From an optimization exercise on the open Yosys and OpenROAD flow, aimed at small area, a short achievable clock period and few clock cycles per item; shortcuts taken in it are not production practice.
The RTL was checked by simulation tests, not by an equivalence proof against the original design.
Power and IR drop assume default switching activity.

[design/flow/flow/run.sh]
#!/bin/bash
# The standard layout, with plain buffers on the ports instead of the
# delay buffers buffer_ports picks by default.
set -euo pipefail
export BUFFER_PORTS_ARGS="-buffer_cell sky130_fd_sc_hd__buf_1"
bash standard.sh > standard.log 2>&1
[design/flow/standard.sh]
#!/bin/bash
# synth_recipe.tcl (not shown) runs the flow's synth.tcl, then flattens the netlist and writes it again
# the make line also repeats each setting of config.mk as NAME=value (left out here)
make -C /OpenROAD-flow-scripts/flow DESIGN_CONFIG=/design/flow/config.mk WORK_HOME=/design/flow/orfs CLKGATE_MAP_FILE= SYNTH_SCRIPT=/design/flow/synth_recipe.tcl "${@:-finish}"
[design/flow/config.mk]
export PLATFORM = sky130hd
export DESIGN_NAME = icmp4_to_icmp6_header_translate
export DESIGN_NICKNAME = icmp4_to_icmp6_header_translate
export VERILOG_FILES = /design/flow/design.v
export SDC_FILE = /design/flow/constraint.sdc
export NUM_CORES = 4
export LEC_CHECK = 0
export CAP_MARGIN = 20
export CORE_MARGIN = 2
export CORE_UTILIZATION = 40
export CTS_BUF_LIST = sky130_fd_sc_hd__clkbuf_8
export SETUP_SLACK_MARGIN = 2.5
export SLEW_MARGIN = 20
[design/flow/constraint.sdc]
create_clock -name core_clock -period 5.5 [get_ports {clk_i}]
set_input_delay 1.1000 -clock core_clock [delete_from_list [all_inputs] [get_ports {clk_i}]]
set_output_delay 1.1000 -clock core_clock [all_outputs]
set_load 0.01 [all_outputs]
[design/flow/design.v]
`timescale 1ns / 1ps
package i46_pkg;
  localparam int PLATEAU_SLOTS_DEF = 12;
  localparam int SLOT_W            = 16;
  localparam int CNT_W             = 4;
  localparam int CFG_IDX_W         = 3;
  localparam int CFG_DATA_W        = 64;
  localparam logic [CFG_IDX_W-1:0] CFG_PLATEAU_A = 3'd0;
  localparam logic [CFG_IDX_W-1:0] CFG_PLATEAU_B = 3'd1;
  localparam logic [CFG_IDX_W-1:0] CFG_PLATEAU_C = 3'd2;
  localparam logic [CFG_IDX_W-1:0] CFG_PLATEAU_N = 3'd3;
  localparam logic [CFG_IDX_W-1:0] CFG_RAISE_MIN = 3'd4;
  localparam logic [7:0] ICMP4_ECHO_REPLY    = 8'd0;
  localparam logic [7:0] ICMP4_DEST_UNREACH  = 8'd3;
  localparam logic [7:0] ICMP4_ECHO_REQUEST  = 8'd8;
  localparam logic [7:0] ICMP4_TIME_EXCEEDED = 8'd11;
  localparam logic [7:0] ICMP4_PARAM_PROBLEM = 8'd12;
  localparam logic [7:0] UNR_NET          = 8'd0;
  localparam logic [7:0] UNR_HOST         = 8'd1;
  localparam logic [7:0] UNR_PROTOCOL     = 8'd2;
  localparam logic [7:0] UNR_PORT         = 8'd3;
  localparam logic [7:0] UNR_FRAG_NEEDED  = 8'd4;
  localparam logic [7:0] UNR_SRC_ROUTE    = 8'd5;
  localparam logic [7:0] UNR_NET_UNKNOWN  = 8'd6;
  localparam logic [7:0] UNR_HOST_UNKNOWN = 8'd7;
  localparam logic [7:0] UNR_ISOLATED     = 8'd8;
  localparam logic [7:0] UNR_NET_PROHIB   = 8'd9;
  localparam logic [7:0] UNR_HOST_PROHIB  = 8'd10;
  localparam logic [7:0] UNR_NET_TOS      = 8'd11;
  localparam logic [7:0] UNR_HOST_TOS     = 8'd12;
  localparam logic [7:0] UNR_ADMIN_PROHIB = 8'd13;
  localparam logic [7:0] UNR_PREC_CUTOFF  = 8'd15;
  localparam logic [7:0] PP4_POINTER    = 8'd0;
  localparam logic [7:0] PP4_BAD_LENGTH = 8'd2;
  localparam logic [7:0] ICMP6_DEST_UNREACH  = 8'd1;
  localparam logic [7:0] ICMP6_PKT_TOO_BIG   = 8'd2;
  localparam logic [7:0] ICMP6_TIME_EXCEEDED = 8'd3;
  localparam logic [7:0] ICMP6_PARAM_PROBLEM = 8'd4;
  localparam logic [7:0] ICMP6_ECHO_REQUEST  = 8'd128;
  localparam logic [7:0] ICMP6_ECHO_REPLY    = 8'd129;
  localparam logic [7:0] DU6_NO_ROUTE     = 8'd0;
  localparam logic [7:0] DU6_ADMIN_PROHIB = 8'd1;
  localparam logic [7:0] DU6_PORT         = 8'd4;
  localparam logic [7:0] PP6_HDR_FIELD    = 8'd0;
  localparam logic [7:0] PP6_NEXT_HDR     = 8'd1;
  localparam logic [7:0] PTR6_NEXT_HDR    = 8'd6;
  localparam logic [7:0]        PTR_NONE     = 8'd255;
  localparam logic [SLOT_W:0]   IPV4_HDR_LEN = 17'd20;
  localparam logic [SLOT_W-1:0] MIN_MTU6     = 16'd1280;
  typedef struct packed {
    logic        drop;
    logic        is_err;
    logic [7:0]  t6;
    logic [7:0]  c6;
    logic [31:0] r6;
    logic        is_mtu;
    logic [SLOT_W-1:0] pkt;
    logic [SLOT_W-1:0] m6;
    logic [SLOT_W-1:0] m4;
  } i46_s1_t;
  typedef struct packed {
    logic        drop;
    logic        is_err;
    logic [7:0]  t6;
    logic [7:0]  c6;
    logic [31:0] r6;
    logic        is_mtu;
    logic [SLOT_W-1:0] mtu;
  } i46_s2_t;
  typedef struct packed {
    logic        verdict;
    logic        is_error_message;
    logic [7:0]  msg6_type;
    logic [7:0]  msg6_code;
    logic [31:0] icmp6_rest;
  } i46_s3_t;
endpackage
`timescale 1ns / 1ps
import i46_pkg::*;
module i46_plateau_search
#(
  parameter int PLATEAU_SLOTS = i46_pkg::PLATEAU_SLOTS_DEF
) (
  input  logic [PLATEAU_SLOTS*i46_pkg::SLOT_W-1:0] slots_i,
  input  logic [(PLATEAU_SLOTS+3)/4-1:0]           written_i,
  input  logic [i46_pkg::CNT_W-1:0]  count_i,
  input  logic [i46_pkg::SLOT_W-1:0] tot_len_i,
  output logic [PLATEAU_SLOTS-1:0]   hit_o
);
  logic tnz;
  assign tnz = |tot_len_i;
  always_comb begin
    for (int i = 0; i < PLATEAU_SLOTS; i++) begin
      hit_o[i] = (count_i > CNT_W'(i)) &&
                 (written_i[i/4] ? (slots_i[SLOT_W*i +: SLOT_W] < tot_len_i) : tnz);
    end
  end
endmodule
module i46_plateau_pick
#(
  parameter int PLATEAU_SLOTS = i46_pkg::PLATEAU_SLOTS_DEF
) (
  input  logic [PLATEAU_SLOTS*i46_pkg::SLOT_W-1:0] slots_i,
  input  logic [(PLATEAU_SLOTS+3)/4-1:0]           written_i,
  input  logic [PLATEAU_SLOTS-1:0]   hit_i,
  output logic [i46_pkg::SLOT_W-1:0] value_o
);
  logic [PLATEAU_SLOTS-1:0] first;
  always_comb begin
    value_o = '0;
    for (int i = 0; i < PLATEAU_SLOTS; i++) begin
      first[i] = hit_i[i];
      for (int j = 0; j < i; j++) begin
        first[i] = first[i] & !hit_i[j];
      end
      if (first[i] && written_i[i/4]) begin
        value_o = value_o | slots_i[SLOT_W*i +: SLOT_W];
      end
    end
  end
endmodule
`timescale 1ns / 1ps
import i46_pkg::*;
module icmp4_to_icmp6_header_translate
#(
  parameter int PLATEAU_SLOTS = i46_pkg::PLATEAU_SLOTS_DEF
) (
  input  logic                  clk_i,
  input  logic                  rst_ni,
  input  logic                  cfg_we_i,
  input  logic [i46_pkg::CFG_IDX_W-1:0]  cfg_idx_i,
  input  logic [i46_pkg::CFG_DATA_W-1:0] cfg_data_i,
  input  logic                  in_valid_i,
  output logic                  in_ready_o,
  input  logic [7:0]            in_icmp4_type_i,
  input  logic [7:0]            in_icmp4_code_i,
  input  logic [31:0]           in_icmp4_rest_i,
  input  logic [15:0]           in_echo_identifier_i,
  input  logic [15:0]           in_inner_total_length_i,
  input  logic [15:0]           in_out_link_mtu_i,
  input  logic [15:0]           in_in_link_mtu_i,
  output logic                  out_valid_o,
  input  logic                  out_ready_i,
  output logic                  out_verdict_o,
  output logic                  out_is_error_message_o,
  output logic [7:0]            out_msg6_type_o,
  output logic [7:0]            out_msg6_code_o,
  output logic [31:0]           out_icmp6_rest_o
);
  localparam int NGRP = (PLATEAU_SLOTS + 3) / 4;
  localparam logic [3:0] K_DROP     = 4'd0;
  localparam logic [3:0] K_ECHO_REQ = 4'd1;   
  localparam logic [3:0] K_ECHO_REP = 4'd2;   
  localparam logic [3:0] K_NO_ROUTE = 4'd3;
  localparam logic [3:0] K_PROTO    = 4'd4;
  localparam logic [3:0] K_PORT     = 4'd5;
  localparam logic [3:0] K_FRAG     = 4'd6;   
  localparam logic [3:0] K_ADMIN    = 4'd7;
  localparam logic [3:0] K_TIME     = 4'd8;   
  localparam logic [3:0] K_PARAM    = 4'd9;   
  logic [PLATEAU_SLOTS*SLOT_W-1:0] plateau_q;
  logic [NGRP-1:0]   written_q;
  logic [CNT_W-1:0]  count_q;
  logic              raise_q;
  for (genvar s = 0; s < PLATEAU_SLOTS; s++) begin : g_slot
    localparam int G = s / 4;
    localparam int L = s % 4;
    always_ff @(posedge clk_i) begin
      if (cfg_we_i && (cfg_idx_i == CFG_IDX_W'(G))) begin
        plateau_q[SLOT_W*s +: SLOT_W] <= cfg_data_i[SLOT_W*L +: SLOT_W];
      end
    end
  end
  for (genvar g = 0; g < NGRP; g++) begin : g_wr
    always_ff @(posedge clk_i or negedge rst_ni) begin
      if (!rst_ni) begin
        written_q[g] <= 1'b0;
      end else if (cfg_we_i && (cfg_idx_i == CFG_IDX_W'(g))) begin
        written_q[g] <= 1'b1;
      end
    end
  end
  always_ff @(posedge clk_i or negedge rst_ni) begin
    if (!rst_ni) begin
      count_q <= '0;
      raise_q <= 1'b1;
    end else if (cfg_we_i) begin
      if (cfg_idx_i == CFG_PLATEAU_N) begin
        count_q <= cfg_data_i[CNT_W-1:0];
      end
      if (cfg_idx_i == CFG_RAISE_MIN) begin
        raise_q <= cfg_data_i[0];
      end
    end
  end
  logic v1_q, v2_q, v3_q;
  logic rdy1, rdy2, rdy3;
  logic in_fire;
  assign rdy3       = !v3_q || out_ready_i;
  assign rdy2       = !v2_q || rdy3;
  assign rdy1       = !v1_q || rdy2;
  assign in_ready_o = rdy1;
  assign in_fire    = in_valid_i && rdy1;
  always_ff @(posedge clk_i or negedge rst_ni) begin
    if (!rst_ni) begin
      v1_q <= 1'b0;
      v2_q <= 1'b0;
      v3_q <= 1'b0;
    end else begin
      if (rdy1) begin
        v1_q <= in_valid_i;
      end
      if (rdy2) begin
        v2_q <= v1_q;
      end
      if (rdy3) begin
        v3_q <= v2_q;
      end
    end
  end
  function automatic logic [7:0] ptr_map(input logic [7:0] p);
    logic [7:0] r;
    case (p)
      8'd0:  r = 8'd0;
      8'd1:  r = 8'd1;
      8'd2:  r = 8'd4;
      8'd3:  r = 8'd4;
      8'd8:  r = 8'd7;
      8'd9:  r = 8'd6;
      8'd12: r = 8'd8;
      8'd13: r = 8'd8;
      8'd14: r = 8'd8;
      8'd15: r = 8'd8;
      8'd16: r = 8'd24;
      8'd17: r = 8'd24;
      8'd18: r = 8'd24;
      8'd19: r = 8'd24;
      default: r = PTR_NONE;
    endcase
    ptr_map = r;
  endfunction
  logic [3:0]         k1_d, k1_q;
  logic [15:0]        a1_d, a1_q, b1_q, c1_q;
  logic [PLATEAU_SLOTS-1:0] hit1_d, hit1_q;
  logic               sel4_d, sel4_q;
  logic [7:0]         ptr6;
  assign ptr6   = ptr_map(in_icmp4_rest_i[31:24]);
  assign sel4_d = ({1'b0, in_in_link_mtu_i} + IPV4_HDR_LEN) < {1'b0, in_out_link_mtu_i};
  i46_plateau_search #(
    .PLATEAU_SLOTS (PLATEAU_SLOTS)
  ) u_search (
    .slots_i   (plateau_q),
    .written_i (written_q),
    .count_i   (count_q),
    .tot_len_i (in_inner_total_length_i),
    .hit_o     (hit1_d)
  );
  always_comb begin
    k1_d = K_DROP;
    case (in_icmp4_type_i)
      ICMP4_ECHO_REQUEST:  k1_d = K_ECHO_REQ;
      ICMP4_ECHO_REPLY:    k1_d = K_ECHO_REP;
      ICMP4_DEST_UNREACH: begin
        case (in_icmp4_code_i)
          UNR_NET, UNR_HOST, UNR_SRC_ROUTE, UNR_NET_UNKNOWN, UNR_HOST_UNKNOWN,
          UNR_ISOLATED, UNR_NET_TOS, UNR_HOST_TOS:            k1_d = K_NO_ROUTE;
          UNR_PROTOCOL:                                       k1_d = K_PROTO;
          UNR_PORT:                                           k1_d = K_PORT;
          UNR_FRAG_NEEDED:                                    k1_d = K_FRAG;
          UNR_NET_PROHIB, UNR_HOST_PROHIB, UNR_ADMIN_PROHIB,
          UNR_PREC_CUTOFF:                                    k1_d = K_ADMIN;
          default:                                            k1_d = K_DROP;
        endcase
      end
      ICMP4_TIME_EXCEEDED: k1_d = K_TIME;
      ICMP4_PARAM_PROBLEM: begin
        if ((in_icmp4_code_i == PP4_POINTER || in_icmp4_code_i == PP4_BAD_LENGTH)
            && (ptr6 != PTR_NONE)) begin
          k1_d = K_PARAM;
        end
      end
      default:             k1_d = K_DROP;
    endcase
  end
  always_comb begin
    case (in_icmp4_type_i)
      ICMP4_ECHO_REQUEST, ICMP4_ECHO_REPLY: a1_d = in_echo_identifier_i;
      ICMP4_DEST_UNREACH:                   a1_d = in_out_link_mtu_i;
      ICMP4_TIME_EXCEEDED:                  a1_d = {8'b0, in_icmp4_code_i};
      default:                              a1_d = {8'b0, ptr6};
    endcase
  end
  always_ff @(posedge clk_i) begin
    if (in_fire) begin
      k1_q   <= k1_d;
      a1_q   <= a1_d;
      b1_q   <= in_icmp4_rest_i[15:0];
      c1_q   <= in_in_link_mtu_i;
      hit1_q <= hit1_d;
      sel4_q <= sel4_d;
    end
  end
  logic [3:0]        k2_q;
  logic [15:0]       a2_d, a2_q, b2_d, b2_q;
  logic [16:0]       c2_d, c2_q;
  logic [15:0]       plat, lnk, lnk_m20;
  logic              lnk_low, lnk_ok;
  logic              frag1;
  i46_plateau_pick #(
    .PLATEAU_SLOTS (PLATEAU_SLOTS)
  ) u_pick (
    .slots_i   (plateau_q),
    .written_i (written_q),
    .hit_i     (hit1_q),
    .value_o   (plat)
  );
  assign lnk     = sel4_q ? (c1_q + 16'd20) : a1_q;
  assign lnk_m20 = sel4_q ? c1_q : (a1_q - 16'd20);
  assign lnk_low = raise_q && (sel4_q ? (c1_q < 16'd1260) : (a1_q < MIN_MTU6));
  assign lnk_ok  = raise_q || sel4_q || (a1_q >= 16'd20);
  assign frag1   = (k1_q == K_FRAG);
  assign a2_d = frag1 ? (lnk_low ? MIN_MTU6 : lnk) : a1_q;
  assign b2_d = (frag1 && (b1_q == '0)) ? plat : b1_q;
  assign c2_d = {lnk_ok, lnk_low ? 16'd1260 : lnk_m20};
  always_ff @(posedge clk_i) begin
    if (v1_q && rdy2) begin
      k2_q <= k1_q;
      a2_q <= a2_d;
      b2_q <= b2_d;
      c2_q <= c2_d;
    end
  end
  i46_pkg::i46_s3_t  s3_d, s3_q;
  logic [SLOT_W-1:0] pkt_fl, mtu;
  logic              use_pkt;
  assign pkt_fl  = (raise_q && (b2_q < 16'd1260)) ? MIN_MTU6 : (b2_q + 16'd20);
  assign use_pkt = c2_q[16] && (b2_q < c2_q[15:0]);
  assign mtu     = use_pkt ? pkt_fl : a2_q;
  always_comb begin
    s3_d = '0;
    case (k2_q)
      K_ECHO_REQ: begin
        s3_d.msg6_type  = ICMP6_ECHO_REQUEST;
        s3_d.icmp6_rest = {a2_q, b2_q};
      end
      K_ECHO_REP: begin
        s3_d.msg6_type  = ICMP6_ECHO_REPLY;
        s3_d.icmp6_rest = {a2_q, b2_q};
      end
      K_NO_ROUTE: begin
        s3_d.is_error_message = 1'b1;
        s3_d.msg6_type        = ICMP6_DEST_UNREACH;
        s3_d.msg6_code        = DU6_NO_ROUTE;
      end
      K_PROTO: begin
        s3_d.is_error_message = 1'b1;
        s3_d.msg6_type        = ICMP6_PARAM_PROBLEM;
        s3_d.msg6_code        = PP6_NEXT_HDR;
        s3_d.icmp6_rest       = {24'b0, PTR6_NEXT_HDR};
      end
      K_PORT: begin
        s3_d.is_error_message = 1'b1;
        s3_d.msg6_type        = ICMP6_DEST_UNREACH;
        s3_d.msg6_code        = DU6_PORT;
      end
      K_FRAG: begin
        s3_d.is_error_message = 1'b1;
        s3_d.msg6_type        = ICMP6_PKT_TOO_BIG;
        s3_d.icmp6_rest       = {16'b0, mtu};
      end
      K_ADMIN: begin
        s3_d.is_error_message = 1'b1;
        s3_d.msg6_type        = ICMP6_DEST_UNREACH;
        s3_d.msg6_code        = DU6_ADMIN_PROHIB;
      end
      K_TIME: begin
        s3_d.is_error_message = 1'b1;
        s3_d.msg6_type        = ICMP6_TIME_EXCEEDED;
        s3_d.msg6_code        = a2_q[7:0];
      end
      K_PARAM: begin
        s3_d.is_error_message = 1'b1;
        s3_d.msg6_type        = ICMP6_PARAM_PROBLEM;
        s3_d.msg6_code        = PP6_HDR_FIELD;
        s3_d.icmp6_rest       = {24'b0, a2_q[7:0]};
      end
      default: begin
        s3_d.verdict = 1'b1;
      end
    endcase
  end
  always_ff @(posedge clk_i) begin
    if (v2_q && rdy3) begin
      s3_q <= s3_d;
    end
  end
  assign out_valid_o            = v3_q;
  assign out_verdict_o          = s3_q.verdict;
  assign out_is_error_message_o = s3_q.is_error_message;
  assign out_msg6_type_o        = s3_q.msg6_type;
  assign out_msg6_code_o        = s3_q.msg6_code;
  assign out_icmp6_rest_o       = s3_q.icmp6_rest;
endmodule
==> summary.md, run 1 <==
| Metric | Value |
|---|---|
| Rel. slew slack | `30.3%` |
| Layout cells sized above 1 | `7.20%` |
| Global-route wire length before repair | `91600 microns` |
| Final min period | `2.91 ns` |
| Global routing met2 resource utilization | `35.1%` |
| Antenna violations before repair | `7` |
| Ys flop type | `edfxtp_1` |
| Tcrit/Tclk final | `53.0%` |
| PortBufs | `223` |
| Vias post-DR | `15100` |
| Setup Viol. Count Final | `0` |
| Final Slew Violations | `0` |
| Synthesis-to-layout area growth | `13.9%` |
| Mapped Area | `20400 sq um` |
| Final core occ | `46.2%` |
| Asr flop ratio synth | `3.00%` |
| Post-route ant nets | `0` |
| Pleak | `8.76 nW` |
| Placer Congestion | `0.957` |
| Fin nets | `2328` |
| Critical path fanouts, max | `15` |
| Most frequent cells in the layout | `356 x edfxtp_1, 223 x buf_1, 219 x ha_1` |
| Final Hold Fails | `0` |
| Top cells by area, synth | `edfxtp_1 52%, ha_1 13%, a21oi_1 2.2%` |
| Area of the multi-input gates | `8970 sq um` |
| CTS sink cnt | `367` |
| Req. time, crit path | `5.88 ns` |
| Post-synth top area share | `52.4%` |
| Layout fillers | `4709` |
| Post-synth cell types | `79` |
| Initial Util | `40.6%` |
| Commonest non-fill, non-tap cell in the layout | `edfxtp_1` |
| Max-cap violations | `0` |
| Worst path top cell family by delay | `compound AO/OA/AOI/OAI gates` |
| Yosys warning total | `3` |
| # IOs | `236` |
| Final WL | `62000 microns` |
| Critical-path cell list | `ha_1, o2111a_1, o41ai_1, nand3_2, nand3_2, a2bb2oi_1` |
| Pwr/cell area | `298 nW/um^2` |
| Worst clock skew | `0.0542 ns` |
| Max incr delay on CP | `0.47 ns` |
| TritonRoute pass-1 iters | `7` |
| Core area | `50300 sq um` |
| Number of global-route vias before repair | `14800` |
| Unrepaired setup endpoints after global routing | `no` |
| Max rail drop VDD | `0.153 mV` |
| Post-synth EDFFs | `356` |
| Die Ht | `230 microns` |
| DP HPWL | `46700 microns` |
| Sequential element share of the synthesized area | `53.8%` |
| Die Area | `52800 sq um` |
| Initial DRC count | `1438` |
| Setup tns final | `0 ns` |
| Clk latency of the worst-skew pair | `0.68 ns` |
| F_max | `0.343 GHz` |
| Hold Path Class | `flip-flop to flip-flop` |
| Status | `finished clean` |
| Vias per cell | `5.72` |
| Clock-pin slew on the worst setup and hold paths | `0.06 ns` |
| GR Layer Usage met1 | `31.4%` |
| FP Rows | `82` |
| FF/Latch Area | `11000 sq um` |
| Average size of a mapped cell | `12.1 sq um` |
| CTS tree | `yes` |
| Setup Buffers After CTS | `0` |
| Critical path buffers and inverters | `0` |
| Wire length per cell | `23.4 microns` |
| Clk buf depth | `3` |
| Cell count after synthesis | `1681` |
| Worst path slowest cell | `edfxtp_1` |
| CTS Buf Count | `60` |
| # DRC | `0` |
| Total GRT Usage | `23.1%` |
| CP Data Arrival Time | `3.30 ns` |
| CP endpoint kind | `flip-flop` |
| Die Wd | `230 microns` |
| Least-Margin Pin Slew | `1.05 ns` |
| CP most frequent cell | `nand3_2` |
| Gr busiest metal | `met2` |
| Met3 GRT Util | `5.96%` |
| #FFs+latches synth | `367` |
| Yosys top cell by area | `edfxtp_1` |
| CP Launch Type | `flip-flop` |
| Global route overflow | `0` |
| Total power | `6.92 mW` |
| Largest net degree at the start of global routing | `66` |
| H-tree depth | `2` |
| CTS Root Buffer Type | `clkbuf_8` |
| CP Class | `flip-flop to flip-flop` |
-- worst reg2reg max path: cells and delay by family (launching register included) --
| kind | cells | cell delay [ns] |
|---|---|---|
| compound gates | 3 | 1.17 |
| fa+ha+maj | 1 | 0.28 |
| flops | 1 | 0.47 |
| simple gates | 2 | 0.73 |
-- routing by layer --
| layer | share of wire (%) | vias to the layer above |
|---|---|---|
| met3 | 8.1 | 127 |
| met5 | 0.055 | - |
| met1 | 44 | 7294 |
| li1 | - | 7102 |
| met4 | 4.0 | 6 |
| met2 | 44 | 616 |
-- power breakdown --
| part | leakage (nW) | total (mW) | internal, mW | switching [mW] |
|---|---|---|---|---|
| Sequential | 3.44 | 3.48 | 3.29 | 0.188 |
| Clock | 0.686 | 2.40 | 1.27 | 1.13 |
| Combinational | 4.63 | 1.04 | 0.396 | 0.646 |
-- worst paths after layout --
check,startpoint,endpoint,slack [ns],cells past startpoint
max reg2reg,c1_q[2]$_DFFE_PP_,a2_q[8]$_DFFE_PP_,2.59,6
min reg2reg,k1_q[2]$_DFFE_PP_,k2_q[2]$_DFFE_PP_,0.45,0
max in group asynchronous,rst_ni,v1_q$_DFFE_PN0N_,4.23,1
min in group asynchronous,rst_ni,count_q[1]$_DFFE_PN0P_,0.60,1
min,k1_q[2]$_DFFE_PP_,k2_q[2]$_DFFE_PP_,0.45,0
max,c1_q[2]$_DFFE_PP_,a2_q[8]$_DFFE_PP_,2.59,6
-- final cells by class --
cell class                      instances  area share, %
Multi-Input combinational cell       1181           38.6
Clock inverter                         45           1.25
Clock buffer                           65           3.85
Inverter                               74           1.20
Timing Repair Buffer                  241           4.20
Antenna cell                            4         0.0431
Sequential cell                       367           47.2
Tap cell                              672           3.62
-- sequential cells by signal, indices dropped and copies added (netlist names), 4 cells and up --
| name | cells |
|---|---|
| plateau_q | 192 |
| s3_q | 46 |
| c2_q | 17 |
| a1_q | 16 |
| a2_q | 16 |
| b1_q | 16 |
| b2_q | 16 |
| c1_q | 16 |
| hit1_q | 12 |
| count_q | 4 |
| k1_q | 4 |
| k2_q | 4 |
-- what timing repair did --
item / 4_1_cts / 5_1_grt
endpoints found under the setup margin: 13 / 41
gates resized for setup: 2 / 11
hold buffers: 0 / 0
pin swaps: 0 / 0
-- cells in the mapped netlist (12+ instances only) --
master,instances
mux2i_1,12
and3_1,16
nor2b_1,23
o21ai_0,88
a21oi_1,90
nand2b_1,28
nor3_1,18
a22oi_1,28
nand3_1,34
a221o_1,35
o211ai_1,17
xnor2_1,22
nor2_1,84
xor2_1,17
ha_1,219
a211oi_1,16
and2_1,38
buf_2,15
a21o_1,36
inv_1,74
nand2_1,107
nand4_1,26
clkbuf_1,35
o2bb2ai_1,12
a31oi_1,15
o21a_1,13
edfxtp_1,356
nor4_1,23
-- metrics by stage --
step / cell area [sq um] / worst slack [ns] / hold slack, ns / std cells
after floorplan: 20400 / 1.78 / 0.418 / 1684
after global placement: 22000 / 1.96 / 0.430 / 2535
after detailed placement: 22000 / 1.92 / 0.429 / 2535
after CTS: 23200 / 2.51 / 0.443 / 2645
after global routing: 23200 / 2.50 / 0.473 / 2647
final: 23200 / 2.59 / 0.448 / 2649
-- cells by family (layout without fill, tap and decap cells) --
group	after synthesis	after routing	synth area share [%]
other	1	8	0.0184
adder cells (fa/ha/maj)	219	219	13.4
AO/OA/AOI/OAI	465	465	16.1
AND/OR/NAND/NOR	432	432	11.0
XOR/XNOR	39	39	1.68
multiplexers	22	22	1.20
flip-flops	367	367	53.8
buffers and inverters	136	425	2.76
Testbench counts, summed over its fixed seeds: cycles 8,448, items 8,192.
==> run 2, diff against run 1 <==
--- a/design/flow/config.mk
+++ b/design/flow/config.mk
@@ -11,3 +11,5 @@
 export CTS_BUF_LIST = sky130_fd_sc_hd__clkbuf_8
 export SETUP_SLACK_MARGIN = 2.5
 export SLEW_MARGIN = 20
+export SYNTH_HIERARCHICAL = 1
+export SYNTH_MINIMUM_KEEP_SIZE = 0
==> run 2 against run 1 <==
Design area rose by 1.8%. Global-route usage rose by 1.2 points. Fmax fell by 3.2%. Sequential share of layout area fell by 0.84 points. Largest cell class unchanged. Largest power group unchanged. Clock power rose by 2%. Synthesized cell count rose by 3.2%. Non-clock buffer count rose by 5.
==> summary.md, run 2 <==
| Metric | Value |
|---|---|
| Asr flop ratio synth | `3.00% (unchanged)` |
| Synthesis-to-layout area growth | `14.2% (was 13.9%)` |
| Core area | `51300 sq um (was 50300 sq um)` |
| Final Hold Fails | `0 (unchanged)` |
| Layout cells sized above 1 | `7.72% (was 7.20%)` |
| Least-Margin Pin Slew | `1.17 ns (was 1.05 ns)` |
| Final min period | `3.01 ns (was 2.91 ns)` |
| Fin nets | `2398 (was 2328)` |
| CTS Root Buffer Type | `clkbuf_8 (unchanged)` |
| CTS tree | `yes (unchanged)` |
| Setup tns final | `0 ns (unchanged)` |
| Mapped Area | `20700 sq um (was 20400 sq um)` |
| # DRC | `0 (unchanged)` |
| Wire length per cell | `24.0 microns (was 23.4 microns)` |
| Largest net degree at the start of global routing | `66 (unchanged)` |
| Unrepaired setup endpoints after global routing | `no (unchanged)` |
| Ys flop type | `edfxtp_1 (unchanged)` |
| Total GRT Usage | `24.3% (was 23.1%)` |
| Initial Util | `40.4% (was 40.6%)` |
| Post-synth top area share | `51.6% (was 52.4%)` |
| Global-route wire length before repair | `96300 microns (was 91600 microns)` |
| Global route overflow | `0 (unchanged)` |
| Commonest cells in the netlist | `356 x edfxtp_1, 219 x ha_1, 116 x a21oi_1, 111 x nand2_1, 83 x inv_1 (was 356 x edfxtp_1, 219 x ha_1, 107 x nand2_1, 90 x a21oi_1, 88 x o21ai_0)` |
| Most flop-heavy register | `plateau_q (unchanged)` |
| Die Ht | `232 microns (was 230 microns)` |
| Commonest non-fill, non-tap cell in the layout | `edfxtp_1 (unchanged)` |
| Cell Area, Placed | `22300 sq um (was 22000 sq um)` |
| # IOs | `236 (unchanged)` |
| Pwr/cell area | `298 nW/um^2 (about the same)` |
| CP Launch Type | `flip-flop (unchanged)` |
| Antenna violations before repair | `6 (was 7)` |
| Die Wd | `232 microns (was 230 microns)` |
| Max-cap violations | `0 (unchanged)` |
| #FFs+latches synth | `367 (unchanged)` |
| Worst slack at placement | `1.98 ns (was 1.92 ns)` |
| Post-route ant nets | `0 (unchanged)` |
| Status | `finished clean (unchanged)` |
| Die Area | `53600 sq um (was 52800 sq um)` |
| Vias post-DR | `15900 (was 15100)` |
| Hold Path Class | `flip-flop to flip-flop (unchanged)` |
| Yosys warning total | `9 (was 3)` |
| Vias per cell | `5.82 (was 5.72)` |
| Average size of a mapped cell | `11.9 sq um (was 12.1 sq um)` |
| H-tree depth | `3 (was 2)` |
| Clk latency of the worst-skew pair | `0.65 ns (was 0.68 ns)` |
| PortBufs | `223 (unchanged)` |
| Clk buf depth | `3 (unchanged)` |
| TritonRoute pass-1 iters | `5 (was 7)` |
| F_max | `0.332 GHz (was 0.343 GHz)` |
| Number of global-route vias before repair | `15700 (was 14800)` |
| Most frequent cells in the layout | `356 x edfxtp_1, 223 x buf_1, 219 x ha_1 (unchanged)` |
| DP HPWL | `47900 microns (was 46700 microns)` |
| Critical path fanouts, max | `11 (was 15)` |
| Placer Congestion | `0.968 (was 0.957)` |
| Worst clock skew | `0.0287 ns (was 0.0542 ns)` |
| Post-synth EDFFs | `356 (unchanged)` |
| Top cells by area, synth | `edfxtp_1 52%, ha_1 13%, a21oi_1 2.8% (was edfxtp_1 52%, ha_1 13%, a21oi_1 2.2%)` |
| Pleak | `9.06 nW (was 8.76 nW)` |
| Tcrit/Tclk final | `54.7% (was 53.0%)` |
| Largest regs | `plateau_q: 192 flops, s3_q: 46 flops, c2_q: 17 flops (unchanged)` |
| Req. time, crit path | `5.90 ns (was 5.88 ns)` |
| Rel. slew slack | `21.7% (was 30.3%)` |
| Sequential element share of the synthesized area | `53.0% (was 53.8%)` |
| Setup Viol. Count Final | `0 (unchanged)` |
| Clock-pin slew on the worst setup and hold paths | `0.06 ns (about the same)` |
| Cell count after synthesis | `1735 (was 1681)` |
| Max rail drop VDD | `0.156 mV (was 0.153 mV)` |
| Final WL | `65400 microns (was 62000 microns)` |
| Post-synth cell types | `88 (was 79)` |
| Final Slew Violations | `0 (unchanged)` |
| FP Rows | `83 (was 82)` |
| Final Worst Setup Slack | `2.49 ns (was 2.59 ns)` |
| CP Data Arrival Time | `3.41 ns (was 3.30 ns)` |
| CP Class | `flip-flop to flip-flop (unchanged)` |
| Yosys top cell by area | `edfxtp_1 (unchanged)` |
| Hold Buf Count CTS | `0 (unchanged)` |
| Final instance area | `23700 sq um (was 23200 sq um)` |
| CP endpoint kind | `flip-flop (unchanged)` |
| CTS Buf Count | `66 (was 60)` |
| Layout fillers | `4745 (was 4709)` |
| Largest register FFs | `192 (unchanged)` |
| Most frequent cell after synthesis | `edfxtp_1 (unchanged)` |
| CTS sink cnt | `367 (unchanged)` |
| Total power | `7.05 mW (was 6.92 mW)` |
| Initial DRC count | `1451 (was 1438)` |
run 2: changes by cell type in the layout (fill, tap and decap cells not counted), sizes merged, moves of 13 or more:
cell and change:
a21o +14, a21oi +27, a221o -14, a22o +22
nand3b +16, nor3 +28, o211ai -13, o21ai -19
run 2: cell families (layout without fill, tap and decap cells):
family | Yosys count | in the layout | share of synthesized area, %
buffers and inverters | 142 | 449 | 2.83
xor gates and xnor gates | 41 | 41 | 1.73
AOI/OAI and AO/OA | 451 | 451 | 15.4
DFF | 367 | 367 | 53.0
adders and majority gates | 219 | 219 | 13.2
and+or+nand+nor | 491 | 492 | 12.6
other | 1 | 6 | 0.0181
muxes | 23 | 23 | 1.22
run 2: final timing paths:
check	from	endpoint	slack (ns)	depth (start not counted)
setup / recovery	hit1_q[10]$_DFFE_PP_	b2_q[9]$_DFFE_PP_	2.49	6
hold / removal	k1_q[2]$_DFFE_PP_	k2_q[2]$_DFFE_PP_	0.43	0
setup reg to reg	hit1_q[10]$_DFFE_PP_	b2_q[9]$_DFFE_PP_	2.49	6
hold reg to reg	k1_q[2]$_DFFE_PP_	k2_q[2]$_DFFE_PP_	0.43	0
max in group asynchronous	rst_ni	written_q[2]$_DFFE_PN0P_	4.46	1
min in group asynchronous	rst_ni	written_q[0]$_DFFE_PN0P_	0.52	1
run 2: critical path: stages (launching register included):
cell      delay, ns
edfxtp_1       0.87
nor4b_2        0.09
buf_4          0.24
and2_1         0.42
a221oi_1       0.59
o221ai_1       0.30
a21o_1         0.24
run 2: power by group:
group / internal, mW / switching (mW) / total, mW
sequential: 3.29 / 0.191 / 3.48
clock: 1.25 / 1.19 / 2.44
combinational: 0.422 / 0.713 / 1.14
total: 4.96 / 2.09 / 7.05
run 2: per-stage QoR:
stage          hold slack (ns)  utilization (%)  cells
4_1_cts                  0.439             46.0   2720
5_1_grt                  0.457             46.1   2728
2_1_floorplan            0.417                -   1738
3_3_place_gp             0.431             43.5   2598
6_report                 0.435             46.1   2728
3_5_place_dp             0.433             43.5   2598
run 2: what timing repair did:
action                                  4_1_cts  5_1_grt
gates cloned                                  1        0
gates resized for setup                       3        3
setup buffers                                 2        6
pin swaps                                     1        0
endpoints found under the setup margin       22       10
run 2: per-layer routing:
layer  track usage (%)  wire length [microns]  vias up
li1                  -                      -     7291
met2              37.3                  29700      707
met5                 0                     56        -
met4              10.9                   2290        8
met1              32.6                  28000     7740
met3              5.61                   5350      127
run 2: final cells by class:
cell class / count / area (sq um) / share of cell area [%]
diodes: 2 / 5.00 / 0.0212
clock inverters: 52 / 307 / 1.30
flip-flops and latches: 367 / 11000 / 46.4
clock buffers: 67 / 922 / 3.90
repair buffers: 246 / 1010 / 4.27
well taps: 680 / 851 / 3.60
inverters: 84 / 320 / 1.35
multi-input cells: 1230 / 9270 / 39.2
==> run 3, diff against run 2 <==
--- a/design/flow/config.mk
+++ b/design/flow/config.mk
@@ -7,9 +7,7 @@
 export LEC_CHECK = 0
 export CAP_MARGIN = 20
 export CORE_MARGIN = 2
-export CORE_UTILIZATION = 40
+export CORE_UTILIZATION = 60
 export CTS_BUF_LIST = sky130_fd_sc_hd__clkbuf_8
-export SETUP_SLACK_MARGIN = 2.5
+export SETUP_SLACK_MARGIN = 2.8
 export SLEW_MARGIN = 20
-export SYNTH_HIERARCHICAL = 1
-export SYNTH_MINIMUM_KEEP_SIZE = 0
==> run 3 against run 2 <==
Total power is 0.93% higher. Sequential share of layout area increased by 0.27 points. Synthesized cell count is 3.1% lower. Non-clock buffer count increased by 30. Critical path depth grew 3. Design area shrank 0.59%. Fmax up 12%. Synthesized area fell by 1.5%. Core utilization up 24 points. Routed wire length fell by 12%. Highest routed layer unchanged.
==> summary.md, run 3 <==
| Metric | Value |
|---|---|
| Most flop-heavy register | `plateau_q (unchanged)` |
| Initial Util | `60.8% (was 40.4%)` |
| CP Class | `input pin to flip-flop (was flip-flop to flip-flop)` |
| Pwr/cell area | `303 nW/um^2 (was 298 nW/um^2)` |
| Clock power frac | `36.0% (was 34.6%)` |
| Die Wd | `188 microns (was 232 microns)` |
| Number of global-route vias before repair | `14500 (was 15700)` |
| Vias per cell | `6.28 (was 5.82)` |
| Fin nets | `2363 (was 2398)` |
| Post-route ant nets | `0 (unchanged)` |
| R2R depth | `6 (unchanged)` |
| Reg power frac | `48.7% (was 49.3%)` |
| Initial DRC count | `1732 (was 1451)` |
| Max rail drop VDD | `0.266 mV (was 0.156 mV)` |
| Ys flop type | `edfxtp_1 (unchanged)` |
| WHS | `0.405 ns (was 0.435 ns)` |
| Setup Viol. Count Final | `0 (unchanged)` |
| # DRC | `0 (unchanged)` |
| Clk latency of the worst-skew pair | `0.67 ns (was 0.65 ns)` |
| Largest net degree at the start of global routing | `66 (unchanged)` |
| Die Area | `35500 sq um (was 53600 sq um)` |
| #FFs+latches synth | `367 (unchanged)` |
| Average size of a mapped cell | `12.1 sq um (was 11.9 sq um)` |
| Final Hold Fails | `0 (unchanged)` |
| Total GRT Usage | `32.1% (was 24.3%)` |
| Cell count after synthesis | `1681 (was 1735)` |
| CTS Buf Count | `59 (was 66)` |
| Tcrit/Tclk final | `48.9% (was 54.7%)` |
| Clock-pin slew on the worst setup and hold paths | `0.06 ns (about the same)` |
| Final WL | `57400 microns (was 65400 microns)` |
| Final instance area | `23500 sq um (was 23700 sq um)` |
| Wire length per cell | `23.4 microns (was 24.0 microns)` |
| Total power | `7.12 mW (was 7.05 mW)` |
| Clk buf depth | `3 (unchanged)` |
| Largest regs | `plateau_q: 192 flops, s3_q: 46 flops, c2_q: 17 flops (unchanged)` |
| Reg2reg end | `b2_q[2]$_DFFE_PP_ (was b2_q[9]$_DFFE_PP_)` |
| Status | `finished clean (unchanged)` |
| Cells after DPL | `2308 (was 2598)` |
| Worst slack at placement | `2.09 ns (was 1.98 ns)` |
| Yosys top cell by area | `edfxtp_1 (unchanged)` |
| Largest register FFs | `192 (unchanged)` |
| Post-synth EDFFs | `356 (unchanged)` |
| Unrepaired setup endpoints after global routing | `yes (was no)` |
| Cell Area, Placed | `21800 sq um (was 22300 sq um)` |
| Sequential element share of the synthesized area | `53.8% (was 53.0%)` |
| PortBufs | `223 (unchanged)` |
| Reg2reg start | `b1_q[12]$_DFFE_PP_ (was hit1_q[10]$_DFFE_PP_)` |
| Logic pwr share | `15.3% (was 16.1%)` |
| Final core occ | `70.1% (was 46.1%)` |
| Global-route wire length before repair | `85500 microns (was 96300 microns)` |
| Final Worst Setup Slack | `2.81 ns (was 2.49 ns)` |
| Asr flop ratio synth | `3.00% (unchanged)` |
| DP HPWL | `41600 microns (was 47900 microns)` |
| CTS Root Buffer Type | `clkbuf_8 (unchanged)` |
| CTS tree | `yes (unchanged)` |
| CTS sink cnt | `367 (unchanged)` |
| Reg-to-reg slack, setup | `2.86 ns (was 2.49 ns)` |
| Final min period | `2.69 ns (was 3.01 ns)` |
| Global route overflow | `0 (unchanged)` |
| Placer Congestion | `0.910 (was 0.968)` |
| CP endpoint kind | `flip-flop (unchanged)` |
| CP Launch Type | `input pin (was flip-flop)` |
| Most frequent cells in the layout | `356 x edfxtp_1, 218 x ha_1, 213 x buf_1 (was 356 x edfxtp_1, 223 x buf_1, 219 x ha_1)` |
| Layout fillers | `2513 (was 4745)` |
| DR WL met2 | `24400 microns (was 29700 microns)` |
| Mapped Area | `20400 sq um (was 20700 sq um)` |
| H-tree depth | `2 (was 3)` |
| Layout cells sized above 1 | `10.5% (was 7.72%)` |
| Top cells by area, synth | `edfxtp_1 52%, ha_1 13%, a21oi_1 2.2% (was edfxtp_1 52%, ha_1 13%, a21oi_1 2.8%)` |
| Worst Hold Depth | `0 (unchanged)` |
| Yosys warning total | `3 (was 9)` |
| Met3 routed WL | `5360 microns (was 5350 microns)` |
| Most frequent cell after synthesis | `edfxtp_1 (unchanged)` |
| Hold Startpoint | `k1_q[3]$_DFFE_PP_ (was k1_q[2]$_DFFE_PP_)` |
| Antenna violations before repair | `2 (was 6)` |
| Max-cap violations | `0 (unchanged)` |
| CP Data Arrival Time | `3.10 ns (was 3.41 ns)` |
| Critical path fanouts, max | `7 (was 11)` |
| FP Rows | `67 (was 83)` |
| Hold Path End | `k2_q[3]$_DFFE_PP_ (was k2_q[2]$_DFFE_PP_)` |
| TritonRoute pass-1 iters | `6 (was 5)` |
| Synthesis-to-layout area growth | `15.3% (was 14.2%)` |
| Non-filler cells, final | `2457 (was 2728)` |
| Final Slew Violations | `0 (unchanged)` |
| Commonest non-fill, non-tap cell in the layout | `edfxtp_1 (unchanged)` |
| Post-synth top area share | `52.4% (was 51.6%)` |
| Hold Buf Count CTS | `0 (unchanged)` |
| Hold Path Class | `flip-flop to flip-flop (unchanged)` |
| Top Metal Used | `met5 (unchanged)` |
| WL met1 | `26000 microns (was 28000 microns)` |
| Setup tns final | `0 ns (unchanged)` |
| Rel. slew slack | `32.9% (was 21.7%)` |
| F_max | `0.372 GHz (was 0.332 GHz)` |
| Post-synth cell types | `79 (was 88)` |
| # IOs | `236 (unchanged)` |
| Sw Pwr | `1.94 mW (was 2.09 mW)` |
| Internal power | `5.18 mW (was 4.96 mW)` |
| Worst clock skew | `0.0471 ns (was 0.0287 ns)` |
| Req. time, crit path | `5.91 ns (was 5.90 ns)` |
| Switching Fraction | `27.2% (was 29.7%)` |
| Vias post-DR | `15400 (was 15900)` |
| Least-Margin Pin Slew | `1.01 ns (was 1.17 ns)` |
| Pleak | `9.02 nW (was 9.06 nW)` |
| Core area | `33500 sq um (was 51300 sq um)` |
| Die Ht | `188 microns (was 232 microns)` |
| Commonest cells in the netlist | `356 x edfxtp_1, 219 x ha_1, 107 x nand2_1, 90 x a21oi_1, 88 x o21ai_0 (was 356 x edfxtp_1, 219 x ha_1, 116 x a21oi_1, 111 x nand2_1, 83 x inv_1)` |
run 3: metal layers:
| layer | global-route usage, % | vias up |
|---|---|---|
| met5 | 0 | - |
| met4 | 10.8 | 2 |
| met3 | 5.03 | 99 |
| met2 | 46.2 | 810 |
| met1 | 49.6 | 7362 |
| li1 | - | 7166 |
run 3: cell families after synthesis:
family                   count (synthesis)  synth area share, %
AO/OA/AOI/OAI                          465                 16.1
XOR/XNOR                                39                 1.68
adder cells (fa/ha/maj)                219                 13.4
buffers and inverters                  136                 2.76
flip-flops                             367                 53.8
multiplexers                            22                 1.20
other                                    1               0.0184
AND/OR/NAND/NOR                        432                 11.0
run 3: how the worst max path moves through the flow:
stage                                     start                  endpoint  slack, ns  depth (start not counted)
floorplan                              cfg_we_i  plateau_q[100]$_DFFE_PP_       1.78                          1
global placement             in_icmp4_type_i[5]        a1_q[15]$_DFFE_PP_       2.09                          6
detailed placement   in_inner_total_length_i[1]       hit1_q[9]$_DFFE_PP_       2.09                          8
CTS                                 out_ready_i                in_ready_o       2.82                          4
global route         in_inner_total_length_i[2]      hit1_q[10]$_DFFE_PP_       2.71                          8
finish              in_inner_total_length_i[14]       hit1_q[1]$_DFFE_PP_       2.81                          9
run 3: worst max-delay path: stages:
cell and delay [ns]:
buf_1 0.21, clkinvlp_4 0.28, ha_1 0.36, nand4_1 0.20, nor2_1 0.31, o211ai_1 0.15, a21oi_1 0.25, nor3_1 0.09
o32a_1 0.15
run 3: cell type report:
class	count	area, sq um	area share, %
timing repair inverter	1	5.00	0.0213
tap	448	561	2.38
multi-input combinational	1181	9110	38.7
clock inverter	41	363	1.54
timing repair buffer	276	1280	5.44
clock buffer	68	936	3.98
sequential	367	11000	46.6
antenna	1	2.50	0.0106
inverter	74	293	1.25
run 3: what timing repair did:
action	in CTS	in global routing
gates cloned	0	1
buffers inserted	8	30
pin swaps	2	0
gates resized for setup	15	31
endpoints found under the setup margin	46	41
run 3: power by group through the flow:
| stage | Sequential, mW | Clock [mW] | Combinational [mW] |
|---|---|---|---|
| after CTS | 3.46 | 2.59 | 1.03 |
| final | 3.47 | 2.56 | 1.09 |
| after global routing | 3.48 | 2.70 | 1.20 |
| after global placement | 3.52 | 0 | 0.975 |
| after floorplan | 3.45 | 0 | 0.671 |
| after detailed placement | 3.52 | 0 | 1.00 |
==> run 4, diff against run 3 <==
--- a/design/flow/config.mk
+++ b/design/flow/config.mk
@@ -7,7 +7,8 @@
 export LEC_CHECK = 0
 export CAP_MARGIN = 20
 export CORE_MARGIN = 2
-export CORE_UTILIZATION = 60
+export CORE_UTILIZATION = 40
 export CTS_BUF_LIST = sky130_fd_sc_hd__clkbuf_8
 export SETUP_SLACK_MARGIN = 2.8
 export SLEW_MARGIN = 20
+export TNS_END_PERCENT = 0
==> run 4 against run 3 <==
Routed wire length grew 8.5%. Worst setup slack worse by 0.089 ns. Sequential share of layout area decreased by 0.067 points. Combinational power hardly changed. Largest cell class unchanged. Synthesized area did not move. Synthesized cell count stayed put. Design area up 0.14%. Cell count increased by 9.0%.
==> summary.md, run 4 <==
| Metric | Value |
|---|---|
| Status | `finished clean (unchanged)` |
| Vias post-DR | `15300 (was 15400)` |
| Largest net degree at the start of global routing | `66 (unchanged)` |
| Initial DRC count | `1456 (was 1732)` |
| H-tree depth | `3 (was 2)` |
| Top cells by area, synth | `edfxtp_1 52%, ha_1 13%, a21oi_1 2.2% (unchanged)` |
| Vias per cell | `5.70 (was 6.28)` |
| Sequential element share of the synthesized area | `53.8% (unchanged)` |
| Cell count after synthesis | `1681 (unchanged)` |
| Hold Path End | `k2_q[1]$_DFFE_PP_ (was k2_q[3]$_DFFE_PP_)` |
| Final Worst Setup Slack | `2.72 ns (was 2.81 ns)` |
| Post-synth EDFFs | `356 (unchanged)` |
| Setup Viol. Count Final | `0 (unchanged)` |
| CTS sink cnt | `367 (unchanged)` |
| Final core occ | `46.8% (was 70.1%)` |
| Commonest cells in the netlist | `356 x edfxtp_1, 219 x ha_1, 107 x nand2_1, 90 x a21oi_1, 88 x o21ai_0 (unchanged)` |
| Worst slack at placement | `1.95 ns (was 2.09 ns)` |
| Average size of a mapped cell | `12.1 sq um (unchanged)` |
| Hold Buf Count CTS | `0 (unchanged)` |
| CP Class | `input pin to flip-flop (unchanged)` |
| Global route overflow | `0 (unchanged)` |
| Cells after DPL | `2533 (was 2308)` |
| Final Slew Violations | `0 (unchanged)` |
| Yosys warning total | `3 (unchanged)` |
| Total GRT Usage | `23.2% (was 32.1%)` |
| Die Wd | `230 microns (was 188 microns)` |
| # IOs | `236 (unchanged)` |
| Post-synth cell types | `79 (unchanged)` |
| Tcrit/Tclk final | `50.5% (was 48.9%)` |
| Clk buf depth | `3 (unchanged)` |
| Most flop-heavy register | `plateau_q (unchanged)` |
| Die Ht | `230 microns (was 188 microns)` |
| Wire length per cell | `23.3 microns (was 23.4 microns)` |
| Req. time, crit path | `5.90 ns (was 5.91 ns)` |
| R2R depth | `6 (unchanged)` |
| FF/Latch Area | `11000 sq um (unchanged)` |
| Hold Startpoint | `k1_q[1]$_DFFE_PP_ (was k1_q[3]$_DFFE_PP_)` |
| Clock-pin slew on the worst setup and hold paths | `0.06 ns (about the same)` |
| CTS tree | `yes (unchanged)` |
| Final Hold Fails | `0 (unchanged)` |
| Mapped Area | `20400 sq um (unchanged)` |
| Least-Margin Pin Slew | `1.05 ns (was 1.01 ns)` |
| Final min period | `2.78 ns (was 2.69 ns)` |
| Max-cap violations | `0 (unchanged)` |
| Most frequent cells in the layout | `356 x edfxtp_1, 219 x ha_1, 217 x buf_1 (was 356 x edfxtp_1, 218 x ha_1, 213 x buf_1)` |
| Layout cells sized above 1 | `9.13% (was 10.5%)` |
| CP Launch Type | `input pin (unchanged)` |
| Pleak | `8.92 nW (was 9.02 nW)` |
| Synthesis-to-layout area growth | `15.5% (was 15.3%)` |
| Yosys top cell by area | `edfxtp_1 (unchanged)` |
| CTS Root Buffer Type | `clkbuf_8 (unchanged)` |
| Most frequent cell after synthesis | `edfxtp_1 (unchanged)` |
| DP HPWL | `47100 microns (was 41600 microns)` |
| Post-synth top area share | `52.4% (unchanged)` |
| Asr flop ratio synth | `3.00% (unchanged)` |
| Cell Area, Placed | `22000 sq um (was 21800 sq um)` |
| Placer Congestion | `0.935 (was 0.910)` |
| Pwr/cell area | `298 nW/um^2 (was 303 nW/um^2)` |
| Rel. slew slack | `30.1% (was 32.9%)` |
| Die Area | `52800 sq um (was 35500 sq um)` |
| Number of global-route vias before repair | `14800 (was 14500)` |
| Worst Hold Depth | `0 (unchanged)` |
| Non-filler cells, final | `2679 (was 2457)` |
| Area of the multi-input gates | `9010 sq um (was 9110 sq um)` |
| Reg-to-reg slack, setup | `2.76 ns (was 2.86 ns)` |
| Critical path fanouts, max | `12 (was 7)` |
| # DRC | `0 (unchanged)` |
| Commonest non-fill, non-tap cell in the layout | `edfxtp_1 (unchanged)` |
| Max rail drop VDD | `0.129 mV (was 0.266 mV)` |
| Global-route wire length before repair | `91700 microns (was 85500 microns)` |
| Unrepaired setup endpoints after global routing | `yes (unchanged)` |
| Hold Path Class | `flip-flop to flip-flop (unchanged)` |
| Final WL | `62300 microns (was 57400 microns)` |
| CTS Buf Count | `66 (was 59)` |
| WHS | `0.442 ns (was 0.405 ns)` |
| Total power | `7.01 mW (was 7.12 mW)` |
| Largest register FFs | `192 (unchanged)` |
| Final instance area | `23500 sq um (about the same)` |
| PortBufs | `223 (unchanged)` |
| Antenna violations before repair | `6 (was 2)` |
| CP endpoint kind | `flip-flop (unchanged)` |
| Reg2reg end | `b2_q[11]$_DFFE_PP_ (was b2_q[2]$_DFFE_PP_)` |
| FP Rows | `82 (was 67)` |
| Fin nets | `2359 (was 2363)` |
| Worst clock skew | `0.0362 ns (was 0.0471 ns)` |
| F_max | `0.360 GHz (was 0.372 GHz)` |
| TritonRoute pass-1 iters | `8 (was 6)` |
| Largest regs | `plateau_q: 192 flops, s3_q: 46 flops, c2_q: 17 flops (unchanged)` |
| Layout fillers | `4661 (was 2513)` |
| Ys flop type | `edfxtp_1 (unchanged)` |
| Post-route ant nets | `0 (unchanged)` |
| CP startpoint | `in_inner_total_length_i[2] (was in_inner_total_length_i[14])` |
| #FFs+latches synth | `367 (unchanged)` |
| CP Data Arrival Time | `3.18 ns (was 3.10 ns)` |
| Reg2reg start | `hit1_q[1]$_DFFE_PP_ (was b1_q[12]$_DFFE_PP_)` |
| Core area | `50300 sq um (was 33500 sq um)` |
| Clk latency of the worst-skew pair | `0.64 ns (was 0.67 ns)` |
| Initial Util | `40.6% (was 60.8%)` |
| Setup tns final | `0 ns (unchanged)` |
## run 4: logic make-up after synthesis
logic type / share of synthesized area, %
other: 0.0184
AOI/OAI and AO/OA: 16.1
xor gates and xnor gates: 1.68
buffers and inverters: 2.76
DFF: 53.8
adders and majority gates: 13.4
and+or+nand+nor: 11.0
muxes: 1.20
## run 4: worst max-delay path by stage
| stage | end | slack, ns |
|---|---|---|
| finish | hit1_q[10]$_DFFE_PP_ | 2.72 |
| CTS | hit1_q[9]$_DFFE_PP_ | 2.61 |
| global route | sel4_q$_DFFE_PP_ | 2.69 |
| global placement | hit1_q[9]$_DFFE_PP_ | 1.99 |
| detailed placement | k1_q[2]$_DFFE_PP_ | 1.95 |
| floorplan | plateau_q[100]$_DFFE_PP_ | 1.78 |
## run 4: timing repair
| action | 4_1_cts | 5_1_grt |
|---|---|---|
| pin swaps | 1 | 2 |
| endpoints found under the setup margin | 61 | 63 |
| gates resized for setup | 7 | 22 |
| buffers inserted | 1 | 26 |
## run 4: area by class of cell
class,count,area share (%)
diodes,3,0.0319
well taps,672,3.57
clock inverters,44,1.08
repair buffers,266,5.01
multi-input cells,1181,38.3
clock buffers,72,4.21
inverters,74,1.24
flip-flops and latches,367,46.6
## run 4: power by group
group          internal, mW  switching (mW)  total (mW)
clock network          1.34            1.12        2.45
logic                 0.415           0.663        1.08
registers              3.29           0.181        3.48
total                  5.05            1.96        7.01
## run 4: metal layers
layer	up-vias	part of all wire [%]	global-route usage, %	wire length [microns]
met5	-	0.080	0	50
met4	8	2.9	8.39	1790
met3	98	7.7	5.30	4830
met2	582	45	36.3	28300
met1	7436	44	31.6	27300
li1	7158	-	-	-
## run 4: worst max-delay path: stages
cell and delay (ns):
buf_1 0.35, clkinvlp_4 0.15, buf_4 0.21, ha_1 0.30
o21ai_0 0.15, o21bai_1 0.09, a21oi_1 0.20, o21ai_0 0.15
a2111oi_0 0.47
==> run 5, diff against run 4 <==
--- a/design/flow/config.mk
+++ b/design/flow/config.mk
@@ -11,4 +11,3 @@
 export CTS_BUF_LIST = sky130_fd_sc_hd__clkbuf_8
 export SETUP_SLACK_MARGIN = 2.8
 export SLEW_MARGIN = 20
-export TNS_END_PERCENT = 0
==> run 5 against run 4 <==
Clock skew is 0.0048 ns higher. Global-route usage is 0.26 points higher. Largest cell class unchanged. Critical path depth down 3. Hold slack improved by 0.0048 ns. Worst setup slack better by 0.048 ns. Highest routed layer unchanged. Via count is 1.3% higher. Combinational power is essentially flat. Sequential share of layout area is 0.20 points lower.
==> summary.md, run 5 <==
| Metric | Value |
|---|---|
| H-tree depth | `3 (unchanged)` |
| Max-cap violations | `0 (unchanged)` |
| Req. time, crit path | `5.86 ns (was 5.90 ns)` |
| Post-Synth XOR/XNOR Area | `1.68% (unchanged)` |
| Tcrit/Tclk final | `49.6% (was 50.5%)` |
| Final Slew Violations | `0 (unchanged)` |
| Largest regs | `plateau_q: 192 flops, s3_q: 46 flops, c2_q: 17 flops (unchanged)` |
| Asr flop ratio synth | `3.00% (unchanged)` |
| FP Rows | `82 (unchanged)` |
| Worst Hold Depth | `0 (unchanged)` |
| #FFs+latches synth | `367 (unchanged)` |
| Yosys top cell by area | `edfxtp_1 (unchanged)` |
| Critical path fanouts, max | `6 (was 12)` |
| Hold Buf Count CTS | `0 (unchanged)` |
| Logic pwr share | `15.3% (was 15.4%)` |
| Post-synth EDFFs | `356 (unchanged)` |
| Max incr delay on CP | `0.49 ns (was 0.47 ns)` |
| Global-route wire length before repair | `92600 microns (was 91700 microns)` |
| Largest register FFs | `192 (unchanged)` |
| TritonRoute pass-1 iters | `5 (was 8)` |
| Pleak | `8.93 nW (was 8.92 nW)` |
| Total GRT Usage | `23.5% (was 23.2%)` |
| Gr busiest metal | `met2 (unchanged)` |
| Clk latency of the worst-skew pair | `0.66 ns (was 0.64 ns)` |
| Vias per cell | `5.77 (was 5.70)` |
| WHS | `0.447 ns (was 0.442 ns)` |
| Layout fillers | `4650 (was 4661)` |
| Placer Congestion | `0.959 (was 0.935)` |
| F_max | `0.366 GHz (was 0.360 GHz)` |
| Fin nets | `2359 (unchanged)` |
| Global routing met2 resource utilization | `36.5% (was 36.3%)` |
| Most frequent cell after synthesis | `edfxtp_1 (unchanged)` |
| R2R depth | `6 (unchanged)` |
| Top cells by area, synth | `edfxtp_1 52%, ha_1 13%, a21oi_1 2.2% (unchanged)` |
| CTS Root Buffer Type | `clkbuf_8 (unchanged)` |
| Sequential element share of the synthesized area | `53.8% (unchanged)` |
| Sw Pwr | `2.02 mW (was 1.96 mW)` |
| Internal power | `5.05 mW (about the same)` |
| Synthesis-to-layout area growth | `16.0% (was 15.5%)` |
| Clock power frac | `35.5% (was 35.0%)` |
| Reg2reg start | `b2_q[1]$_DFFE_PP_ (was hit1_q[1]$_DFFE_PP_)` |
| CTS tree | `yes (unchanged)` |
| Rel. slew slack | `31.4% (was 30.1%)` |
| Switching Fraction | `28.5% (was 28.0%)` |
| Hold Path End | `k2_q[3]$_DFFE_PP_ (was k2_q[1]$_DFFE_PP_)` |
| Most frequent cells in the layout | `356 x edfxtp_1, 218 x ha_1, 209 x buf_1 (was 356 x edfxtp_1, 219 x ha_1, 217 x buf_1)` |
| Initial Util | `40.6% (unchanged)` |
| CP Data Arrival Time | `3.09 ns (was 3.18 ns)` |
| Reg2reg end | `s3_q[3]$_DFFE_PP_ (was b2_q[11]$_DFFE_PP_)` |
| Die Area | `52800 sq um (unchanged)` |
| Reg power frac | `49.3% (was 49.6%)` |
| Post-synthesis mux area share | `1.20% (unchanged)` |
| Final Hold Fails | `0 (unchanged)` |
| Hold Path Class | `flip-flop to flip-flop (unchanged)` |
| GR Layer Usage met1 | `31.9% (was 31.6%)` |
| Max rail drop VDD | `0.145 mV (was 0.129 mV)` |
| Clock-pin slew on the worst setup and hold paths | `0.06 ns (about the same)` |
| CTS sink cnt | `367 (unchanged)` |
| Initial DRC count | `1643 (was 1456)` |
| Pwr/cell area | `299 nW/um^2 (was 298 nW/um^2)` |
| Post-synthesis simple-gate area fraction | `11.0% (unchanged)` |
| Final min period | `2.73 ns (was 2.78 ns)` |
| CP endpoint kind | `flip-flop (unchanged)` |
| Ys flop type | `edfxtp_1 (unchanged)` |
| Antenna violations before repair | `9 (was 6)` |
| Die Ht | `230 microns (unchanged)` |
| Cells after DPL | `2532 (was 2533)` |
| Worst path slowest cell | `edfxtp_1 (was a2111oi_0)` |
| Post-Synth Adder-Cell Area | `13.4% (unchanged)` |
| Hold Startpoint | `k1_q[3]$_DFFE_PP_ (was k1_q[1]$_DFFE_PP_)` |
| Worst clock skew | `0.0409 ns (was 0.0362 ns)` |
| Met3 GRT Util | `5.47% (was 5.30%)` |
| Wire length per cell | `23.5 microns (was 23.3 microns)` |
| Unrepaired setup endpoints after global routing | `yes (unchanged)` |
| CP Launch Type | `flip-flop (was input pin)` |
| Final WL | `63100 microns (was 62300 microns)` |
| Non-filler cells, final | `2682 (was 2679)` |
| Main combinational cell family by area after synthesis | `compound AO/OA/AOI/OAI gates (unchanged)` |
| Critical-path cell list | `ha_1, a2111oi_0, a21oi_1, a211oi_4, o22ai_1, a221o_1 (was buf_1, clkinvlp_4, buf_4, ha_1, o21ai_0, o21bai_1, a21oi_1, o21ai_0, a2111oi_0)` |
| Die Wd | `230 microns (unchanged)` |
| Most flop-heavy register | `plateau_q (unchanged)` |
| Reg-to-reg slack, setup | `2.77 ns (was 2.76 ns)` |
| Post-synthesis compound-gate area fraction | `16.1% (unchanged)` |
| Mapped Area | `20400 sq um (unchanged)` |
| Post-synth cell types | `79 (unchanged)` |
| Largest net degree at the start of global routing | `66 (unchanged)` |
| Post-route ant nets | `0 (unchanged)` |
| CTS Buf Count | `67 (was 66)` |
| DP HPWL | `47100 microns (about the same)` |
| Core area | `50300 sq um (unchanged)` |
| Yosys warning total | `3 (unchanged)` |
| Clk buf depth | `3 (unchanged)` |
| Number of global-route vias before repair | `14900 (was 14800)` |
| # IOs | `236 (unchanged)` |
| CP Class | `flip-flop to flip-flop (was input pin to flip-flop)` |
| Cell count after synthesis | `1681 (unchanged)` |
| Layout cells sized above 1 | `10.5% (was 9.13%)` |
| Global route overflow | `0 (unchanged)` |
| PortBufs | `223 (unchanged)` |
| Status | `finished clean (unchanged)` |
| Setup tns final | `0 ns (unchanged)` |
| Commonest non-fill, non-tap cell in the layout | `edfxtp_1 (unchanged)` |
| Commonest cells in the netlist | `356 x edfxtp_1, 219 x ha_1, 107 x nand2_1, 90 x a21oi_1, 88 x o21ai_0 (unchanged)` |
| Least-Margin Pin Slew | `1.03 ns (was 1.05 ns)` |
| Post-synth top area share | `52.4% (unchanged)` |
| Vias post-DR | `15500 (was 15300)` |
| # DRC | `0 (unchanged)` |
| Average size of a mapped cell | `12.1 sq um (unchanged)` |
| Setup Viol. Count Final | `0 (unchanged)` |
[run 5: cell types whose count changed in the layout (fill, tap and decap cells not counted), sizes merged]
cell,before,now
diode,3,4
buf,260,252
bufinv,3,2
inv,95,88
clkbuf,78,86
clkinv,15,22
clkinvlp,5,8
[run 5: timing repair]
action                     in CTS  in global routing
buffers inserted               11                 15
gates cloned                    0                  1
pin swaps                       3                  0
gates resized for setup        13                 27
setup endpoints to repair      62                 34
[run 5: per-layer routing]
layer | up-vias | wire [microns]
met2 | 699 | 28500
met5 | - | 69
met1 | 7490 | 27400
met3 | 118 | 5070
li1 | 7159 | -
met4 | 10 | 2010
[run 5: logic make-up after synthesis]
| logic type | count (synthesis) |
|---|---|
| and+or+nand+nor | 432 |
| other | 1 |
| buffers and inverters | 136 |
| muxes | 22 |
| DFF | 367 |
| adders and majority gates | 219 |
| xor gates and xnor gates | 39 |
| AOI/OAI and AO/OA | 465 |
[run 5: power groups by stage]
stage / clock, mW / combinational [mW] / sequential [mW]
3_3_place_gp: 0 / 0.986 / 3.54
2_1_floorplan: 0 / 0.671 / 3.45
3_5_place_dp: 0 / 1.02 / 3.54
5_1_grt: 2.68 / 1.18 / 3.50
4_1_cts: 2.57 / 1.05 / 3.48
6_report: 2.51 / 1.08 / 3.48
[run 5: worst max path at each step]
stage	slack, ns	to	start
after global routing	2.77	a2_q[12]$_DFFE_PP_	c1_q[2]$_DFFE_PP_
after global placement	1.92	hit1_q[9]$_DFFE_PP_	in_inner_total_length_i[1]
final	2.77	s3_q[3]$_DFFE_PP_	b2_q[1]$_DFFE_PP_
after floorplan	1.78	plateau_q[100]$_DFFE_PP_	cfg_we_i
after detailed placement	1.87	hit1_q[9]$_DFFE_PP_	in_inner_total_length_i[1]
after CTS	2.81	s3_q[3]$_DFFE_PP_	k2_q[3]$_DFFE_PP_
[run 5: area by class of cell]
cell class,instances,area [sq um],area share (%)
clock inverters,45,255,1.08
well taps,672,841,3.56
inverters,74,293,1.24
multi-input cells,1181,9090,38.4
flip-flops and latches,367,11000,46.4
repair inverters,1,5.00,0.0212
diodes,4,10.0,0.0423
repair buffers,264,1170,4.93
clock buffers,74,1020,4.31
[run 5: metrics by stage]
step / power, mW / util [%] / area, sq um / setup slack [ns]
2_1_floorplan: 4.12 / - / 20500 / 1.78
3_3_place_gp: 4.52 / 43.9 / 22100 / 1.92
3_5_place_dp: 4.55 / 43.9 / 22100 / 1.87
4_1_cts: 7.09 / 46.7 / 23500 / 2.81
5_1_grt: 7.36 / 47.0 / 23600 / 2.77
6_report: 7.07 / 47.0 / 23600 / 2.77
[run 5: worst max-delay path: cells and delay by family (launching register included)]
family                   cells  cell delay (ns)
AO/OA/AOI/OAI                5             1.61
adder cells (fa/ha/maj)      1             0.34
flip-flops                   1             0.49

-- what the ideal ports hide --
The flow's constraints put no driver on any port. The routed layouts listed below were extracted and timed again, unchanged, in two steps. Step 1 sets driving cells, clkbuf_16 on the clock port and buf_2 on the other inputs (assumed; they add their load-dependent delay and slew). Step 2 times the ports against the registers' clock, not the clock port: input delays grow and output delays shrink by t, the midpoint of the rising clock arrivals with the driver on. Three values: no drivers, after step 1, after step 2; two values: the first two.
run	t (ns)	setup WS [ns]	clock arrival spread, ns	worst slew at a driven data input, ns	cell pins on the clock port's net
run 1	0.704	2.586 / 2.586 / 1.951	0.055 / 0.055	0.10	1
run 2	0.686	2.490 / 2.490 / 1.937	0.029 / 0.030	0.09	1
run 3	0.695	2.810 / 2.811 / 2.146	0.047 / 0.047	0.08	1
run 4	0.673	2.721 / 2.732 / 2.059	0.041 / 0.041	0.09	1
run 5	0.694	2.770 / 2.770 / 2.149	0.051 / 0.050	0.11	1
After both steps setup and hold are still met in every run listed. For run 3, which loses most, drivers alone change the setup slack by +0.001 ns; drivers and shift together by -0.664 ns.
